This design comes from an exercise in tuning for small area on the open sky130 flow, not from production work. In this exercise RTL edits were held to simulation tests only and were not proved equivalent to the original. Power is estimated from default activity; no workload was simulated.

==> flow/design.v <==
localparam integer H_ACTIVE = 16;
localparam integer H_TOTAL  = 24;
localparam integer V_ACTIVE = 8;
localparam integer V_TOTAL  = 10;
localparam integer HSYNC_START = 18;
localparam integer HSYNC_END   = 21;
localparam integer VSYNC_LINE  = 9;
localparam integer HCOUNT_BITS = 5;
localparam integer VCOUNT_BITS = 4;
localparam integer PIXEL_BITS      = 8;
localparam integer PIXELS_PER_WORD = 4;
localparam integer WORD_BITS       = 36;
localparam integer PARITY_BITS     = WORD_BITS - PIXEL_BITS * PIXELS_PER_WORD;
localparam integer WORDS_PER_LINE  = 4;
localparam integer FRAME_WORDS     = 32;
localparam integer ADDR_BITS       = 5;
localparam integer PHASE_BITS   = 2;
localparam [1:0]   READ_PHASE   = 2'd0;
localparam [1:0]   WRITE_PHASE  = 2'd2;
localparam integer READ_LATENCY = 2;
`timescale 1ns/1ps
`default_nettype none
module raster_timing
(
   input wire        clk,
   input wire        rst_n,
   output reg  [4:0] raster_hcount,
   output reg  [3:0] raster_vcount,
   output wire       raster_hsync,
   output wire       raster_vsync,
   output wire       raster_blank
);
localparam integer H_ACTIVE = 16;
localparam integer H_TOTAL  = 24;
localparam integer V_ACTIVE = 8;
localparam integer V_TOTAL  = 10;
localparam integer HSYNC_START = 18;
localparam integer HSYNC_END   = 21;
localparam integer VSYNC_LINE  = 9;
localparam integer HCOUNT_BITS = 5;
localparam integer VCOUNT_BITS = 4;
localparam integer PIXEL_BITS      = 8;
localparam integer PIXELS_PER_WORD = 4;
localparam integer WORD_BITS       = 36;
localparam integer PARITY_BITS     = WORD_BITS - PIXEL_BITS * PIXELS_PER_WORD;
localparam integer WORDS_PER_LINE  = 4;
localparam integer FRAME_WORDS     = 32;
localparam integer ADDR_BITS       = 5;
localparam integer PHASE_BITS   = 2;
localparam [1:0]   READ_PHASE   = 2'd0;
localparam [1:0]   WRITE_PHASE  = 2'd2;
localparam integer READ_LATENCY = 2;
   wire h_last = (raster_hcount == H_TOTAL - 1);
   wire v_last = raster_vcount[3] & raster_vcount[0];
   always @(posedge clk or negedge rst_n)
   begin
      if (!rst_n)
      begin
         raster_hcount <= H_TOTAL - 1;
         raster_vcount <= 4'd15;
      end
      else if (h_last)
      begin
         raster_hcount <= {HCOUNT_BITS{1'b0}};
         raster_vcount <= v_last ? {VCOUNT_BITS{1'b0}} : raster_vcount + 1'b1;
      end
      else
         raster_hcount <= raster_hcount + 1'b1;
   end
   assign raster_hsync = (raster_hcount >= HSYNC_START) && (raster_hcount < HSYNC_END);
   assign raster_vsync = raster_vcount[3] & ~raster_vcount[1] & raster_vcount[0];
   assign raster_blank = raster_hcount[4] | raster_vcount[3];
endmodule
`default_nettype wire
`timescale 1ns/1ps
`default_nettype none
module pixel_packer
(
   input wire         clk,
   input wire         rst_n,
   input wire         pix_req,
   input wire  [7:0]  pix_data,
   input wire         pix_start,
   output reg         pix_ack,
   output reg  [4:0]  wr_addr,
   output reg  [31:0] wr_data
);
localparam integer H_ACTIVE = 16;
localparam integer H_TOTAL  = 24;
localparam integer V_ACTIVE = 8;
localparam integer V_TOTAL  = 10;
localparam integer HSYNC_START = 18;
localparam integer HSYNC_END   = 21;
localparam integer VSYNC_LINE  = 9;
localparam integer HCOUNT_BITS = 5;
localparam integer VCOUNT_BITS = 4;
localparam integer PIXEL_BITS      = 8;
localparam integer PIXELS_PER_WORD = 4;
localparam integer WORD_BITS       = 36;
localparam integer PARITY_BITS     = WORD_BITS - PIXEL_BITS * PIXELS_PER_WORD;
localparam integer WORDS_PER_LINE  = 4;
localparam integer FRAME_WORDS     = 32;
localparam integer ADDR_BITS       = 5;
localparam integer PHASE_BITS   = 2;
localparam [1:0]   READ_PHASE   = 2'd0;
localparam [1:0]   WRITE_PHASE  = 2'd2;
localparam integer READ_LATENCY = 2;
   reg  [23:0] part_q;
   reg  [1:0]  fill_q;
   reg         restart_q;
   wire [1:0]  fill_eff;
   wire [4:0]  addr_eff;
   wire        accept;
   wire        last_pix;
   assign accept   = pix_req & ~pix_ack;
   assign fill_eff = pix_start ? 2'd0 : fill_q;
   assign last_pix = (fill_eff == 2'd3);
   assign addr_eff = (pix_start | restart_q) ? 5'd0 : wr_addr + 1'b1;
   always @(posedge clk or negedge rst_n)
   begin
      if (!rst_n)
      begin
         pix_ack   <= 1'b0;
         fill_q    <= 2'd0;
         restart_q <= 1'b1;
      end
      else
      begin
         pix_ack <= pix_req;
         if (accept)
         begin
            fill_q    <= fill_eff + 1'b1;
            restart_q <= ~last_pix & (restart_q | pix_start);
         end
      end
   end
   always @(posedge clk)
   begin
      if (accept)
      begin
         part_q <= {pix_data, part_q[23:8]};
         if (last_pix)
         begin
            wr_addr <= addr_eff;
            wr_data <= {pix_data, part_q};
         end
      end
   end
endmodule
`default_nettype wire
`timescale 1ns/1ps
`default_nettype none
module frame_store
(
   input wire         clk,
   input wire  [4:0]  raster_hcount,
   input wire  [3:0]  raster_vcount,
   input wire  [4:0]  wr_addr,
   input wire  [31:0] wr_data,
   output wire [63:0] tap_data
);
   wire [3:0] phase_nx = {raster_hcount[3] ^ raster_vcount[0], raster_hcount[2:0]} + 1'b1;
   wire [7:0] wr_byte  = wr_data[8*phase_nx[1:0] +: 8];
   wire       grp_lo   = (phase_nx[2] == wr_addr[0]);
   wire       ins_0    = grp_lo & (phase_nx[3] == wr_addr[1]);
   wire       ins_8    = grp_lo & (phase_nx[3] != wr_addr[1]);
   genvar l;
   generate
      for (l = 0; l < 8; l = l + 1)
      begin : line
         reg  [127:0] ring_q;
         wire         sel = (wr_addr[4:2] == l);
         if (l % 2 == 0)
         begin : even
            always @(posedge clk)
            begin
               ring_q[127:72] <= {ring_q[7:0], ring_q[127:80]};
               ring_q[71:64]  <= (sel & ins_8) ? wr_byte : ~ring_q[79:72];
               ring_q[63:8]   <= ring_q[71:16];
               ring_q[7:0]    <= (sel & ins_0) ? ~wr_byte : ~ring_q[15:8];
            end
            assign tap_data[8*l +: 8] = ring_q[7:0];
         end
         else
         begin : odd
            always @(posedge clk)
            begin
               ring_q[127:72] <= {ring_q[7:0], ring_q[127:80]};
               ring_q[71:64]  <= (sel & ins_8) ? ~wr_byte : ~ring_q[79:72];
               ring_q[63:8]   <= ring_q[71:16];
               ring_q[7:0]    <= (sel & ins_0) ? wr_byte : ~ring_q[15:8];
            end
            assign tap_data[8*l +: 8] = ring_q[71:64];
         end
      end
   endgenerate
endmodule
`default_nettype wire
`timescale 1ns/1ps
`default_nettype none
module scan_reader
(
   input wire  [3:0]  raster_vcount,
   input wire  [63:0] tap_data,
   output wire [7:0]  pix_out
);
   reg [7:0] sel_or;
   integer   i;
   always @(*)
   begin
      sel_or = 8'd0;
      for (i = 0; i < 8; i = i + 1)
         if (raster_vcount[2:0] == i)
            sel_or = sel_or | ~tap_data[8*i +: 8];
   end
   assign pix_out = sel_or;
endmodule
`default_nettype wire
`timescale 1ns/1ps
`default_nettype none
module video_frame_top
(
   input wire         clk,
   input wire         rst_n,
   input wire         pix_req,
   input wire  [7:0]  pix_data,
   input wire         pix_start,
   output wire        pix_ack,
   output wire [7:0]  pix_out,
   output wire        hsync_out,
   output wire        vsync_out,
   output wire        blank_out
);
   wire [4:0]  raster_hcount;
   wire [3:0]  raster_vcount;
   wire [4:0]  wr_addr;
   wire [31:0] wr_data;
   wire [63:0] tap_data;
   raster_timing raster_timing_inst (
      .clk           (clk),
      .rst_n         (rst_n),
      .raster_hcount (raster_hcount),
      .raster_vcount (raster_vcount),
      .raster_hsync  (hsync_out),
      .raster_vsync  (vsync_out),
      .raster_blank  (blank_out)
   );
   pixel_packer pixel_packer_inst (
      .clk       (clk),
      .rst_n     (rst_n),
      .pix_req   (pix_req),
      .pix_data  (pix_data),
      .pix_start (pix_start),
      .pix_ack   (pix_ack),
      .wr_addr   (wr_addr),
      .wr_data   (wr_data)
   );
   frame_store frame_store_inst (
      .clk           (clk),
      .raster_hcount (raster_hcount),
      .raster_vcount (raster_vcount),
      .wr_addr       (wr_addr),
      .wr_data       (wr_data),
      .tap_data      (tap_data)
   );
   scan_reader scan_reader_inst (
      .raster_vcount (raster_vcount),
      .tap_data      (tap_data),
      .pix_out       (pix_out)
   );
endmodule
`default_nettype wire
==> flow/flow/run.sh <==
#!/bin/bash
# Layout flow: the standard ORFS flow (standard synthesis unchanged), with
#  - the combinational logic restructured for area after floorplanning (post_floorplan.tcl),
#  - the smallest buffer (buf_1) on the ports,
#  - clock tree synthesis without dummy loads (same clustering settings as config.mk).
# Each step's full output is in orfs/logs/; the make output of each call goes to its
# own log here.
set -euo pipefail
HERE=$(pwd)
PLAT=$FLOW_HOME/platforms/$FLOW_PLATFORM
DONT_USE=$(sed -n '/DONT_USE_CELLS +=/,/^export FILL_CELLS/p' $PLAT/config.mk | grep -oE "sky130_fd_sc_hd__\w+" | tr '\n' ' ')
python3 flow/filter_lib.py $PLAT/lib/sky130_fd_sc_hd__tt_025C_1v80.lib $HERE/rmp.lib $DONT_USE > flow_filter_lib.log 2>&1
export RMP_LIB=$HERE/rmp.lib
export POST_FLOORPLAN_TCL=$HERE/flow/post_floorplan.tcl
export BUFFER_PORTS_ARGS="-buffer_cell sky130_fd_sc_hd__buf_1"
export CTS_ARGS="-sink_clustering_enable -repair_clock_nets -sink_clustering_size 32 -sink_clustering_max_diameter 50 -buf_list sky130_fd_sc_hd__clkbuf_16 -dont_use_dummy_load"
bash standard.sh synth > flow_synth.log 2>&1
bash standard.sh finish > flow_make.log 2>&1
==> flow/flow/filter_lib.py <==
# Writes a copy of a liberty file without the named cells (the platform's don't-use list),
# for the area restructuring step, whose ABC run reads a liberty file and ignores set_dont_use.
# usage: python3 filter_lib.py IN.lib OUT.lib CELL...
import re, sys
src, dst, drop = sys.argv[1], sys.argv[2], set(sys.argv[3:])
text = open(src).read()
out = []
pos = 0
for m in re.finditer(r'\n\s*cell\s*\(\s*"?([\w]+)"?\s*\)\s*\{', text):
    if m.start() < pos or m.group(1) not in drop:
        continue
    # find the matching closing brace of this cell group
    depth = 0
    i = m.end() - 1
    while True:
        c = text[i]
        if c == '{':
            depth += 1
        elif c == '}':
            depth -= 1
            if depth == 0:
                break
        i += 1
    out.append(text[pos:m.start()])
    pos = i + 1
out.append(text[pos:])
open(dst, 'w').write(''.join(out))
==> flow/flow/post_floorplan.tcl <==
# After floorplanning: restructure the combinational logic for area with ABC
# (OpenROAD's restructure), on a liberty file without the platform's don't-use cells.
# Registers are not touched.
set rmp_dir $::env(OBJECTS_DIR)/rmp
file mkdir $rmp_dir
restructure -target area \
  -liberty_file $::env(RMP_LIB) \
  -tielo_port sky130_fd_sc_hd__conb_1/LO \
  -tiehi_port sky130_fd_sc_hd__conb_1/HI \
  -work_dir $rmp_dir \
  -abc_logfile $::env(LOG_DIR)/2_1_restructure_abc.log
report_design_area
==> flow/standard.sh <==
#!/bin/bash
# synth_recipe.tcl (not shown) runs the flow's synth.tcl, then flattens the netlist and writes it again
# the make line also repeats each setting of config.mk as NAME=value (left out here)
make -C /OpenROAD-flow-scripts/flow DESIGN_CONFIG=/design/flow/config.mk WORK_HOME=/design/flow/orfs CLKGATE_MAP_FILE= SYNTH_SCRIPT=/design/flow/synth_recipe.tcl "${@:-finish}"
==> flow/config.mk <==
export PLATFORM = sky130hd
export DESIGN_NAME = video_frame_top
export DESIGN_NICKNAME = video_frame_top
export VERILOG_FILES = /design/flow/design.v
export SDC_FILE = /design/flow/constraint.sdc
export NUM_CORES = 4
export LEC_CHECK = 0
export CAP_MARGIN = 20
export CORE_MARGIN = 2
export CORE_UTILIZATION = 75
export CTS_BUF_LIST = sky130_fd_sc_hd__clkbuf_16
export CTS_CLUSTER_DIAMETER = 50
export CTS_CLUSTER_SIZE = 32
export PLACE_DENSITY = 0.95
export SLEW_MARGIN = 20
==> flow/constraint.sdc <==
create_clock -name core_clock -period 10.0 [get_ports {clk}]
set_input_delay 2.0000 -clock core_clock [delete_from_list [all_inputs] [get_ports {clk}]]
set_output_delay 2.0000 -clock core_clock [all_outputs]
set_load 0.01 [all_outputs]
==> results.txt <==
==> per-stage QoR <==
step | hold slack [ns] | std cells | setup WS (ns)
final | 0.272 | 1958 | 5.12
after CTS | 0.273 | 1956 | 5.16
after global placement | 0.310 | 1907 | 5.74
after global routing | 0.267 | 1957 | 4.97
after detailed placement | 0.312 | 1907 | 5.55
after floorplan | 0.310 | 1437 | 5.63
==> layer usage <==
| metal | vias to the layer above | track usage [%] | wire length [um] |
|---|---|---|---|
| met5 | - | 0 | 0 |
| met3 | 133 | 4.21 | 2540 |
| li1 | 4951 | - | - |
| met1 | 5225 | 32.1 | 18400 |
| met4 | 0 | 12.8 | 2190 |
| met2 | 353 | 44.8 | 22700 |
==> path summary, 6_finish.rpt <==
path                                                startpoint                                   to  slack (ns)  depth (start not counted)
setup / recovery           raster_timing_inst.raster_vcount[0]                           pix_out[6]        5.12                          6
hold / removal             frame_store_inst.line[6].ring_q[91]  frame_store_inst.line[6].ring_q[83]        0.27                          0
setup reg to reg           raster_timing_inst.raster_hcount[0]   frame_store_inst.line[7].ring_q[4]        5.81                         11
hold reg to reg            frame_store_inst.line[6].ring_q[91]  frame_store_inst.line[6].ring_q[83]        0.27                          0
max in group asynchronous                                rst_n          pixel_packer_inst.fill_q[1]        8.00                          1
min in group asynchronous                                rst_n  raster_timing_inst.raster_hcount[3]        1.46                          1
==> flip-flops by register name, summed over array words and instances (netlist names) <==
name,flops
frame_store_inst.line.ring_q,1024
pixel_packer_inst.restart_q,1
pixel_packer_inst.part_q,24
pixel_packer_inst.wr_data,32
pixel_packer_inst.wr_addr,5
pixel_packer_inst.fill_q,2
raster_timing_inst.raster_hcount,5
pixel_packer_inst.pix_ack,1
raster_timing_inst.raster_vcount,4
==> worst register-to-register path, delay by kind of cell, from the launching register on <==
kind                   cells  cell delay (ns)
AO/OA/AOI/OAI              3             0.78
buffers and inverters      3             1.03
flip-flops                 1             0.55
AND/OR/NAND/NOR            5             1.75
==> cell type report <==
cell class,instances,share of cell area (%)
multi-input combinational,279,6.32
tap,448,2.12
antenna,2,0.0189
timing repair buffer,34,0.638
clock buffer,49,4.63
sequential,1098,85.6
inverter,48,0.680
==> power by group through the flow <==
stage	logic (uW)	clock network, uW	registers, uW
floorplan	22.7	0	4600
global placement	23.4	0	4590
detailed placement	25.6	0	4600
CTS	26.3	2110	4500
global route	28.4	2250	4500
finish	26.7	2080	4500
==> synthesized netlist by cell type, types with 3 or more instances <==
| cell type | number | area [sq um] |
|---|---|---|
| dfrtp_1 | 4 | 100 |
| nor2_1 | 15 | 56.3 |
| o21a_1 | 8 | 60.1 |
| o221ai_1 | 8 | 70.1 |
| o22ai_1 | 11 | 68.8 |
| dfxtp_1 | 1024 | 20500 |
| a211oi_1 | 3 | 22.5 |
| buf_2 | 8 | 40.0 |
| or3_1 | 5 | 31.3 |
| a21oi_1 | 3 | 15.0 |
| xor2_1 | 4 | 35.0 |
| o21ai_1 | 8 | 40.0 |
| nand2b_1 | 14 | 87.6 |
| nand3b_1 | 3 | 22.5 |
| clkbuf_1 | 12 | 45.0 |
| mux2i_1 | 137 | 1370 |
| nand3_1 | 3 | 15.0 |
| ha_1 | 10 | 125 |
| dfstp_2 | 9 | 236 |
| edfxtp_1 | 61 | 1830 |
| nor2b_1 | 7 | 43.8 |
| inv_1 | 9 | 33.8 |
| o21ai_0 | 4 | 20.0 |
| mux2_2 | 9 | 101 |
| nor3_1 | 4 | 20.0 |
| nor3_4 | 4 | 65.1 |
| nand2_1 | 15 | 56.3 |
| o31ai_1 | 5 | 37.5 |
| nor4_4 | 4 | 85.1 |
| o2111ai_1 | 4 | 35.0 |
==> logic make-up after synthesis <==
logic type,count (synthesis)
muxes,146
buffers and inverters,31
DFF,1098
xor gates and xnor gates,10
and+or+nand+nor,83
AOI/OAI and AO/OA,59
adders and majority gates,10
==> results by group <==
Cells and area
  • Share of cells above drive strength 1: 4.64%
  • Fill cell count: 1692
  • Util after Layout: 79.0%
  • Cell area after layout: 26500 sq um
  • Multi-input logic area: 1670 sq um
  • Area Overhead vs Synth: 3.78%
  • Most frequent cells in the layout: dfxtp_1, o22ai_1, edfxtp_1, clkbuf_16, clkinv_1
  • Nets: 1522
  • Most common cell after layout, fill and taps aside: dfxtp_1
  • Register area: 22700 sq um

CTS
  • Setup Fix Bufs, Post-CTS: 0
  • Post-CTS Resized: 0
  • Clk Latency, worst-skew pair: 0.60 ns
  • CTS buffer count: 49
  • Clock Tree Root: clkbuf_16
  • CTS tree: yes
  • Hold_buf cts: 0
  • H-tree Lvls: 2
  • Clock Pin Slew Worst Setup and Hold Paths: 0.11 ns
  • Clock Sinks: 1098
  • CTS Buffer Depth: 3

Routing
  • Wirelength per Cell: 23.4 um
  • ANT nets after route: 0
  • Starting DRT DRC Count: 955
  • Via/cell ratio: 5.45
  • Post-route DRC: 0
  • Routed via count: 10700
  • First drt pass iteration count: 6
  • Drt total wl: 45800 um

Yosys
  • Number of flops mapped to enable cells by yosys: 61
  • Synth Instances: 1437
  • Compound-Gate Fraction of Synth Area: 1.61%
  • Mux share of post-synthesis cell area: 5.77%
  • Largest family of logic cells by synthesized area: multiplexers
  • Syn Area/Cell: 17.8 sq um
  • Cell Area, Synth: 25500 sq um
  • FFs w/ async S/R, synth: 1.18%
  • Synth Area in XOR/XNOR: 0.603%
  • Top FF cell, synth: dfxtp_1
  • Post-Syn Nets: 1459
  • Yosys cell types: 48
  • Post-synthesis simple-gate area fraction: 2.20%
  • Seq/Total Area, Yosys: 88.8%
  • Adder-cell share of the synthesized area: 0.490%
  • Synth Register Bits: 1098
  • Yosys Warn Count: 4

Timing
  • Slew margin rel.: 45.7%
  • Setup TNS: 0 ns
  • RSZ-0062 raised after global routing: false
  • Skew final: 0.0726 ns
  • Tcrit/Tclk final: 48.8%
  • Max-slew violations: 0
  • Final Hold Vio Count: 0
  • Minimum clock period: 4.88 ns
  • Final setup violating endpoints: 0
  • Fmax: 205 MHz
  • Worst slew pin tran: 0.812 ns

Floorplan
  • Row Count: 67
  • DIE HEIGHT: 188 um
  • Starting Density: 76.1%
  • Die W: 188 um
  • Full die area: 35500 sq um
  • Total core area: 33500 sq um
  • I/O pin count: 24

Power and ir drop
  • Pleak: 0.0103 uW
  • Total Power: 6610 uW
  • P_sw: 1250 uW
  • VDD IR-drop max: 212 uV
  • Sw frac: 18.9%
  • Flop pwr share: 68.0%
  • PD cells: 250 nW/um^2
  • Comb power frac: 0.4%
  • P_int: 5360 uW
  • Clock power frac: 31.6%

Critical path
  • Critical Path Source Type: flop
  • Maximum fanout along the worst path: 16
  • CP peak stage delay: 0.57 ns
  • Crit-path cells: clkinv_1 > nor2_1 > clkinv_1 > o22a_1 > o221ai_1 > buf_1
  • Critical Path AT: 2.88 ns
  • Critical path required time: 8.00 ns
  • Delay-heaviest family, CP: compound AO/OA/AOI/OAI gates
  • Worst setup EP type: output port
  • Most used cell, CP: clkinv_1
  • Critical path type: flop to output port
  • Worst path bufs/invs: 3
  • Critical path's slowest cell: dfstp_2

Hold path
  • Worst min-delay path class: flop to flop

GRT
  • Initial antenna violation count: 4
  • All-Layer GR Usage: 26.0%
  • Total gr overflow: 0
  • First-pass GRT wire length: 66500 um
  • Largest net degree at the start of global routing: 40
  • Vias in the first global route: 11000

Place
  • Area after DPL: 25200 sq um
  • Dpl hpwl: 28800 um
  • Port buffer count: 23
  • Final GP Congestion: 0.923

Run
  • MaxCap Viol Count: 0

Outcome
  • Status: complete, no violations

separate check: timing with driven ports:
The results above use ideal ports. As a check the final layout listed here was re-extracted and re-timed, cells and wires unchanged. Step 1: set_driving_cell puts a clkbuf_16 on clk and a buf_2 on each other input, an assumption about the parent block. Step 2, shift: input delay + t, output delay - t, t = (earliest + latest rising clock arrival at the registers) / 2. This alone moves slack from input paths to output paths. Slacks: ideal ports / drivers / drivers and shift; pairs: ideal ports / drivers.
t (ns): 0.615
slack for setup (ns): 5.120 / 5.070 / 5.685
hold slack, ns: 0.272 / 0.272 / 0.272
latest minus earliest clock arrival (ns): 0.072 / 0.073
worst register clock-pin slew, ns: 0.11 / 0.11
After both steps setup and hold are still met in this run. For this run, drivers alone change the setup slack by -0.050 ns; drivers and shift together by +0.565 ns.
